What follows belongs to an exercise in optimizing a design on an open flow for small area, a short achievable clock period and few clock cycles; a production flow would make more cautious choices. RTL that was checked went through simulation tests only; none was proved equivalent to the original.

==> inputs of job 7953 <==
Design text_command_line_parser_top, start of the top module:
module text_command_line_parser_top #(
    parameter int MAX_LINE_CHARS = 63
) (
    input  logic        clk,
    input  logic        rst_n,
    input  logic        rx_valid,
    output logic        rx_ready,
    input  logic [7:0]  rx_byte,
    output logic        cmd_valid,
    input  logic        cmd_ready,
    output logic [1:0]  cmd_kind,
    output logic [31:0] pitch_centideg,
    output logic [31:0] turn_rate_hz
);
==> flow/config.mk <==
export PLATFORM = sky130hd
export DESIGN_NAME = text_command_line_parser_top
export DESIGN_NICKNAME = text_command_line_parser_top
export VERILOG_FILES = /design/flow/design.v
export SDC_FILE = /design/flow/constraint.sdc
export NUM_CORES = 4
export LEC_CHECK = 0
export CAP_MARGIN = 20
export CORE_MARGIN = 2
export CORE_UTILIZATION = 40
export SLEW_MARGIN = 20
==> flow/constraint.sdc <==
create_clock -name core_clock -period 12.0 [get_ports {clk}]
set_input_delay 2.4000 -clock core_clock [delete_from_list [all_inputs] [get_ports {clk}]]
set_output_delay 2.4000 -clock core_clock [all_outputs]
set_load 0.01 [all_outputs]
standard.sh (not shown) runs the stock make flow with config.mk's settings and CLKGATE_MAP_FILE= SYNTH_SCRIPT=/design/flow/synth_recipe.tcl, a recipe that flattens the netlist after the stock synthesis.
==> flow/flow/run.sh <==
#!/bin/bash
# Standard ORFS layout (same SDC and clock period). Ports get buf_2 buffers, and
# timing repair aims for setup slack 7.5 ns at the design's period.
set -euo pipefail
bash standard.sh "BUFFER_PORTS_ARGS=-buffer_cell sky130_fd_sc_hd__buf_2" SETUP_SLACK_MARGIN=7.5 "CTS_BUF_LIST=sky130_fd_sc_hd__clkbuf_4 sky130_fd_sc_hd__clkbuf_8" finish > standard_flow.log 2>&1
==> job 5749 (differences from job 7953) <==
--- a/flow/design.v
+++ b/flow/design.v
@@ -169,17 +169,17 @@
     logic is_lf;
     logic is_digit;
     logic is_blank;
     logic is_sign;
     logic is_set;
     logic lead;
     logic kw_state;
-    logic [7:0] exp_ch;
     logic kw_last;
     logic num_init;
+    logic ovf_clr;
     logic dig_step;
     logic emit;
     logic emit_now;
     logic [1:0] emit_kind;
     logic [1:0] emit_scl;
     logic is_num;
     assign stall = vld && (cnt >= 6'd4);
@@ -190,77 +190,50 @@
                       (b == tcp_pkg::CH_VT) || (b == tcp_pkg::CH_FF);
     assign is_sign  = (b == tcp_pkg::CH_PLUS) || (b == tcp_pkg::CH_MINUS);
     assign is_set   = (st == tcp_pkg::ST_SL) || (st == tcp_pkg::ST_SI) || (st == tcp_pkg::ST_SF);
     assign is_num   = is_set || (st == tcp_pkg::ST_TL) || (st == tcp_pkg::ST_TI);
     assign lead     = (st == tcp_pkg::ST_SL) || (st == tcp_pkg::ST_TL);
     assign kw_state = (st == tcp_pkg::ST_KE) || (st == tcp_pkg::ST_KD) || (st == tcp_pkg::ST_KST) ||
                       (st == tcp_pkg::ST_KSE) || (st == tcp_pkg::ST_KT);
-    always_comb
-    begin
-        exp_ch  = 8'h00;
-        kw_last = 1'b0;
-        unique case (st)
-            tcp_pkg::ST_KE:
-            begin
-                unique case (cnt[2:0])
-                    3'd1: exp_ch = "N";
-                    3'd2: exp_ch = "A";
-                    3'd3: exp_ch = "B";
-                    3'd4: exp_ch = "L";
-                    3'd5: exp_ch = "E";
-                    default: exp_ch = 8'h00;
-                endcase
-                kw_last = (cnt[2:0] == 3'd5);
-            end
-            tcp_pkg::ST_KD:
-            begin
-                unique case (cnt[2:0])
-                    3'd1: exp_ch = "I";
-                    3'd2: exp_ch = "S";
-                    3'd3: exp_ch = "A";
-                    3'd4: exp_ch = "B";
-                    3'd5: exp_ch = "L";
-                    3'd6: exp_ch = "E";
-                    default: exp_ch = 8'h00;
-                endcase
-                kw_last = (cnt[2:0] == 3'd6);
-            end
-            tcp_pkg::ST_KST:
-            begin
-                exp_ch  = cnt[0] ? "P" : "O";
-                kw_last = cnt[0];
-            end
-            tcp_pkg::ST_KSE:
-            begin
-                unique case (cnt[3:0])
-                    4'd2: exp_ch = "T";
-                    4'd3: exp_ch = "P";
-                    4'd4: exp_ch = "O";
-                    4'd5: exp_ch = "I";
-                    4'd6: exp_ch = "N";
-                    4'd7: exp_ch = "T";
-                    4'd8: exp_ch = " ";
-                    default: exp_ch = 8'h00;
-                endcase
-                kw_last = (cnt[3:0] == 4'd8);
-            end
-            tcp_pkg::ST_KT:
-            begin
-                unique case (cnt[2:0])
-                    3'd1: exp_ch = "U";
-                    3'd2: exp_ch = "R";
-                    3'd3: exp_ch = "N";
-                    3'd4: exp_ch = " ";
-                    default: exp_ch = 8'h00;
-                endcase
-                kw_last = (cnt[2:0] == 3'd4);
-            end
-            default: ;
-        endcase
-    end
+    logic [3:0] pos;
+    logic ch_e, ch_n, ch_a, ch_b, ch_l, ch_i, ch_s, ch_t, ch_o, ch_p, ch_u, ch_r, ch_sp;
+    logic st_ke, st_kd, st_kst, st_kse, st_kt;
+    logic kw_ok;
+    assign pos    = cnt[3:0];
+    assign ch_e   = (b == "E");
+    assign ch_n   = (b == "N");
+    assign ch_a   = (b == "A");
+    assign ch_b   = (b == "B");
+    assign ch_l   = (b == "L");
+    assign ch_i   = (b == "I");
+    assign ch_s   = (b == "S");
+    assign ch_t   = (b == "T");
+    assign ch_o   = (b == "O");
+    assign ch_p   = (b == "P");
+    assign ch_u   = (b == "U");
+    assign ch_r   = (b == "R");
+    assign ch_sp  = (b == tcp_pkg::CH_SPACE);
+    assign st_ke  = (st == tcp_pkg::ST_KE);
+    assign st_kd  = (st == tcp_pkg::ST_KD);
+    assign st_kst = (st == tcp_pkg::ST_KST);
+    assign st_kse = (st == tcp_pkg::ST_KSE);
+    assign st_kt  = (st == tcp_pkg::ST_KT);
+    assign kw_ok =
+        (st_ke  && ((pos == 4'd1 && ch_n) || (pos == 4'd2 && ch_a) || (pos == 4'd3 && ch_b) ||
+                    (pos == 4'd4 && ch_l) || (pos == 4'd5 && ch_e))) ||
+        (st_kd  && ((pos == 4'd1 && ch_i) || (pos == 4'd2 && ch_s) || (pos == 4'd3 && ch_a) ||
+                    (pos == 4'd4 && ch_b) || (pos == 4'd5 && ch_l) || (pos == 4'd6 && ch_e))) ||
+        (st_kst && ((pos == 4'd2 && ch_o) || (pos == 4'd3 && ch_p))) ||
+        (st_kse && ((pos == 4'd2 && ch_t) || (pos == 4'd3 && ch_p) || (pos == 4'd4 && ch_o) ||
+                    (pos == 4'd5 && ch_i) || (pos == 4'd6 && ch_n) || (pos == 4'd7 && ch_t) ||
+                    (pos == 4'd8 && ch_sp))) ||
+        (st_kt  && ((pos == 4'd1 && ch_u) || (pos == 4'd2 && ch_r) || (pos == 4'd3 && ch_n) ||
+                    (pos == 4'd4 && ch_sp)));
+    assign kw_last = (st_ke && pos == 4'd5) || (st_kd && pos == 4'd6) || (st_kst && pos == 4'd3) ||
+                     (st_kse && pos == 4'd8) || (st_kt && pos == 4'd4);
     always_comb
     begin
         emit      = 1'b0;
         emit_kind = 2'd0;
         emit_scl  = 2'd0;
         unique case (st)
             tcp_pkg::ST_EN_OK:  begin emit = 1'b1; emit_kind = 2'd0; end
@@ -278,65 +251,68 @@
     begin
         st_n     = st;
         ended_n  = ended;
         cnt_n    = cnt;
         neg_n    = neg;
         frac_n   = frac;
         num_init = 1'b0;
+        ovf_clr  = 1'b0;
         dig_step = 1'b0;
         if (fire && b != tcp_pkg::CH_CR)
         begin
             if (is_lf || cnt == 6'(MAX_LINE_CHARS))
             begin
                 st_n    = tcp_pkg::ST_START;
                 ended_n = 1'b0;
                 cnt_n   = '0;
             end
             else
             begin
                 cnt_n = cnt + 6'd1;
+                if (cnt == 6'd3)
+                begin
+                    neg_n   = 1'b0;
+                    frac_n  = 2'd0;
+                    ovf_clr = 1'b1;
+                end
                 if (ended || st == tcp_pkg::ST_REJ)
                 begin
                 end
                 else if (b == tcp_pkg::CH_NUL)
                 begin
                     ended_n = 1'b1;
                 end
                 else if (st == tcp_pkg::ST_START)
                 begin
-                    if (b == "E")      st_n = tcp_pkg::ST_KE;
+                    if (ch_e)      st_n = tcp_pkg::ST_KE;
                     else if (b == "D") st_n = tcp_pkg::ST_KD;
-                    else if (b == "S") st_n = tcp_pkg::ST_KS;
-                    else if (b == "T") st_n = tcp_pkg::ST_KT;
+                    else if (ch_s) st_n = tcp_pkg::ST_KS;
+                    else if (ch_t) st_n = tcp_pkg::ST_KT;
                     else               st_n = tcp_pkg::ST_REJ;
                 end
                 else if (st == tcp_pkg::ST_KS)
                 begin
-                    if (b == "T")      st_n = tcp_pkg::ST_KST;
-                    else if (b == "E") st_n = tcp_pkg::ST_KSE;
+                    if (ch_t)      st_n = tcp_pkg::ST_KST;
+                    else if (ch_e) st_n = tcp_pkg::ST_KSE;
                     else               st_n = tcp_pkg::ST_REJ;
                 end
                 else if (kw_state)
                 begin
-                    if (b != exp_ch)
+                    if (!kw_ok)
                         st_n = tcp_pkg::ST_REJ;
                     else if (kw_last)
                     begin
                         unique case (st)
                             tcp_pkg::ST_KE:  st_n = tcp_pkg::ST_EN_OK;
                             tcp_pkg::ST_KSE: st_n = tcp_pkg::ST_SL;
                             tcp_pkg::ST_KT:  st_n = tcp_pkg::ST_TL;
                             default:         st_n = tcp_pkg::ST_DIS_OK;
                         endcase
                         if (st == tcp_pkg::ST_KSE || st == tcp_pkg::ST_KT)
-                        begin
                             num_init = 1'b1;
-                            neg_n    = 1'b0;
-                            frac_n   = 2'd0;
-                        end
                     end
                 end
                 else if (st == tcp_pkg::ST_EN_OK || st == tcp_pkg::ST_DIS_OK)
                 begin
                     st_n = tcp_pkg::ST_REJ;
                 end
                 else if (st == tcp_pkg::ST_SF)
@@ -433,37 +409,30 @@
         .s    (add_s),
         .cout (add_c)
     );
     assign ovf_new = add_c || (|acc[30:28]);
     assign acc_new = {neg_step ? !add_c : add_c, add_s};
     always_ff @(posedge clk)
     begin
+        if (ovf_clr)
+            ovf <= 1'b0;
+        else if ((dig_step || scl_step) && ovf_new)
+            ovf <= 1'b1;
         if (num_init)
-        begin
             acc <= '0;
-            ovf <= 1'b0;
-        end
         else if (sat_step)
             acc <= {neg, {31{!neg}}};
-        else if (dig_step || scl_step)
-        begin
-            acc <= acc_new;
-            if (ovf_new)
-                ovf <= 1'b1;
-        end
-        else if (neg_step)
+        else if (dig_step || scl_step || neg_step)
             acc <= acc_new;
         neg  <= neg_n;
         frac <= frac_n;
         if (emit_now)
-        begin
             okind <= emit_kind;
-            selS  <= (emit_kind == 2'd2);
-            selT  <= (emit_kind == 2'd3);
-        end
+        selS <= emit_now ? (emit_kind == 2'd2) : (okind == 2'd2);
+        selT <= emit_now ? (emit_kind == 2'd3) : (okind == 2'd3);
         if (rdy)
             b <= rx_byte;
     end
     always_ff @(posedge clk or negedge rst_n)
     begin
         if (!rst_n)
         begin
==> flow/flow/run.sh (replaced) <==
#!/bin/bash
# Standard ORFS layout (same SDC and clock period). Ports get buf_2 buffers, and
# timing repair aims for setup slack 9.0 ns at the design's period.
set -euo pipefail
bash standard.sh "BUFFER_PORTS_ARGS=-buffer_cell sky130_fd_sc_hd__buf_2" SETUP_SLACK_MARGIN=9.0  finish > standard_flow.log 2>&1
==> job 2075 (differences from job 7953) <==
--- a/flow/design.v
+++ b/flow/design.v
@@ -33,16 +33,15 @@
     parameter int ARCH = 0,
     parameter int GX_POS = 2
 ) (
     input  logic [N-1:0] a,
     input  logic [N-1:0] b,
     input  logic         cin,
     input  logic         gx,       
-    output logic [N-1:0] s,
-    output logic         cout
+    output logic [N-1:0] s
 );
     localparam int L = $clog2(N);
     logic [N-1:0] p0;
     logic [N-1:0] gg [0:2*L];
     logic [N-1:0] pp [0:2*L];
     logic [N-1:0] c;
     always_comb
@@ -115,15 +114,14 @@
                     end
             end
         end
         c[0] = cin;
         for (int i = 1; i < N; i++)
             c[i] = gg[2*L-1][i-1];
         s = p0 ^ c;
-        cout = gg[2*L-1][N-1];
     end
 endmodule
 `timescale 1ns / 1ps
 module text_command_line_parser_top #(
     parameter int MAX_LINE_CHARS = 63
 ) (
     input  logic        clk,
@@ -133,15 +131,14 @@
     input  logic [7:0]  rx_byte,
     output logic        cmd_valid,
     input  logic        cmd_ready,
     output logic [1:0]  cmd_kind,
     output logic [31:0] pitch_centideg,
     output logic [31:0] turn_rate_hz
 );
-    localparam int ADD_ARCH = 0;    
     logic       bv;
     logic [7:0] b;
     logic       rdy;
     logic [3:0] st;
     logic [3:0] st_n;
     logic       ended;
     logic       ended_n;
@@ -408,54 +405,48 @@
             post_n  = 1'b1;
             scl_n   = is_set ? 2'd2 - frac : 2'd0;
             nstep_n = neg;
         end
         vld_n = (vld && !cmd_ready) || post_fin || (emit_now && !num_post);
     end
     logic [3:0]  e;
-    logic [30:0] add_a;
-    logic [30:0] add_b;
-    logic [30:0] add_s;
-    logic        add_c;
-    logic        ovf_new;
-    logic [31:0] acc_new;
+    logic [34:0] add_a;
+    logic [34:0] add_b;
+    logic [34:0] add_s;
     assign e     = post ? 4'd0 : b[3:0];
-    assign add_a = neg_step ? ~acc[30:0] : {acc[27:0], e[2:0]};
-    assign add_b = neg_step ? 31'd0 : {acc[29:0], 1'b0};
+    assign add_a = neg_step ? {3'b000, ~acc} : {1'b0, acc[30:0], e[2:0]};
+    assign add_b = neg_step ? 35'd0 : {3'b000, acc[30:0], 1'b0};
     tcp_padd #(
-        .N      (31),
-        .ARCH   (ADD_ARCH),
+        .N      (35),
+        .ARCH   (1),
         .GX_POS (2)
     ) u_add (
-        .a    (add_a),
-        .b    (add_b),
-        .cin  (neg_step),
-        .gx   (e[3]),
-        .s    (add_s),
-        .cout (add_c)
+        .a   (add_a),
+        .b   (add_b),
+        .cin (neg_step),
+        .gx  (e[3]),
+        .s   (add_s)
     );
-    assign ovf_new = add_c || (|acc[30:28]);
-    assign acc_new = {neg_step ? !add_c : add_c, add_s};
     always_ff @(posedge clk)
     begin
         if (num_init)
         begin
             acc <= '0;
             ovf <= 1'b0;
         end
         else if (sat_step)
             acc <= {neg, {31{!neg}}};
         else if (dig_step || scl_step)
         begin
-            acc <= acc_new;
-            if (ovf_new)
+            acc <= add_s[31:0];
+            if (|add_s[34:31])
                 ovf <= 1'b1;
         end
         else if (neg_step)
-            acc <= acc_new;
+            acc <= add_s[31:0];
         neg  <= neg_n;
         frac <= frac_n;
         if (emit_now)
         begin
             okind <= emit_kind;
             selS  <= (emit_kind == 2'd2);
             selT  <= (emit_kind == 2'd3);
==> flow/flow/run.sh (replaced) <==
#!/bin/bash
# Standard ORFS layout (same SDC and clock period). Ports get buf_2 buffers instead of
# the default pick, and timing repair aims for setup slack 8.5 ns at the design's period.
set -euo pipefail
bash standard.sh "BUFFER_PORTS_ARGS=-buffer_cell sky130_fd_sc_hd__buf_2" SETUP_SLACK_MARGIN=8.5 finish > standard_flow.log 2>&1
==> results_dict.tcl <==
set metrics [dict create \
    status "no timing/DRC/antenna violations" \
    crit_start "negsel" \
    die_w_microns 131.4 \
    reg2reg_to "ovf" \
    num_rows 46 \
    placedCellCount 1049 \
    crit_buf_inv 4 \
    nets 941 \
    area_growth_pct 24.37 \
    intPower_uw 706.1 \
    critPathKind "flop to flop" \
    cp_cell_sequence "buf_12, clkbuf_16, nor2b_1, inv_1, o21ai_2, ha_4, nand4_1, or3_1, o211ai_1, buf_4, a211oi_4, o31ai_4, a211o_1, a31oi_2, fa_2, xnor2_2, nor2_2, o2111ai_1, a31oi_1, nor3_1" \
]
[end of results for job 2075]
==> results_dict.tcl <==
set metrics [dict create \
    crit_start "selS" \
    num_rows 45 \
    area_growth_pct 10.60 \
    placedCellCount 1012 \
    reg2reg_to "frac[1]" \
    ios 80 \
    cp_cell_sequence "and2_1, buf_2" \
    crit_buf_inv 1 \
    status "no timing/DRC/antenna violations" \
    multi_input_area_share_pct 62.67 \
]
[end of results for job 7953]
==> results_dict.tcl <==
set metrics [dict create \
    critPathKind "flop to primary output" \
    hold_path_depth 1 \
    crit_buf_inv 2 \
    num_rows 45 \
    die_w_microns 129.1 \
    cts_resized 82 \
    synth_top_area_share_pct 11.19 \
    intPower_uw 738.1 \
    crit_start "selT" \
    status "no timing/DRC/antenna violations" \
    nets 968 \
    largest_class "multi-input combinational cells" \
    relSlewSlack_pct 44.34 \
    synthDistinctLibCells 93 \
]
[end of results for job 5749]
Testbench counts of job 7953, summed over its fixed seeds: cycles 40,726.
Only the layout flow was run in job 5749 and job 2075; the RTL was not checked for function there.

==> afterwards: timing with drivers on the ports <==
The results above use ideal ports. As a check the final layouts listed here were re-extracted and re-timed, cells and wires unchanged. Step 1 (the two cells are an assumption about what drives the block):
set clk [get_ports {clk}]
set_driving_cell -lib_cell sky130_fd_sc_hd__clkbuf_16 $clk
set_driving_cell -lib_cell sky130_fd_sc_hd__buf_2 [delete_from_list [all_inputs] $clk]
Step 2 moves the port delays by t, midway between the first and last clock arrival at a register: inputs arrive t later, outputs are due t later. That takes back most of the time a late clock gives input paths. Slacks: no drivers / after step 1 / after step 2; pairs: no drivers / after step 1.
run | t (ns) | setup slack, ns | worst setup path after step 2 | worst register clock-pin slew, ns
job 7953 | 0.402 | 7.970 / 7.934 / 8.028 | register to register | 0.09 / 0.09
job 5749 | 0.385 | 8.457 / 8.413 / 8.668 | register to register | 0.06 / 0.06
job 2075 | 0.382 | 8.112 / 8.112 / 8.112 | register to register | 0.06 / 0.06
After both steps every run listed still meets setup and hold.
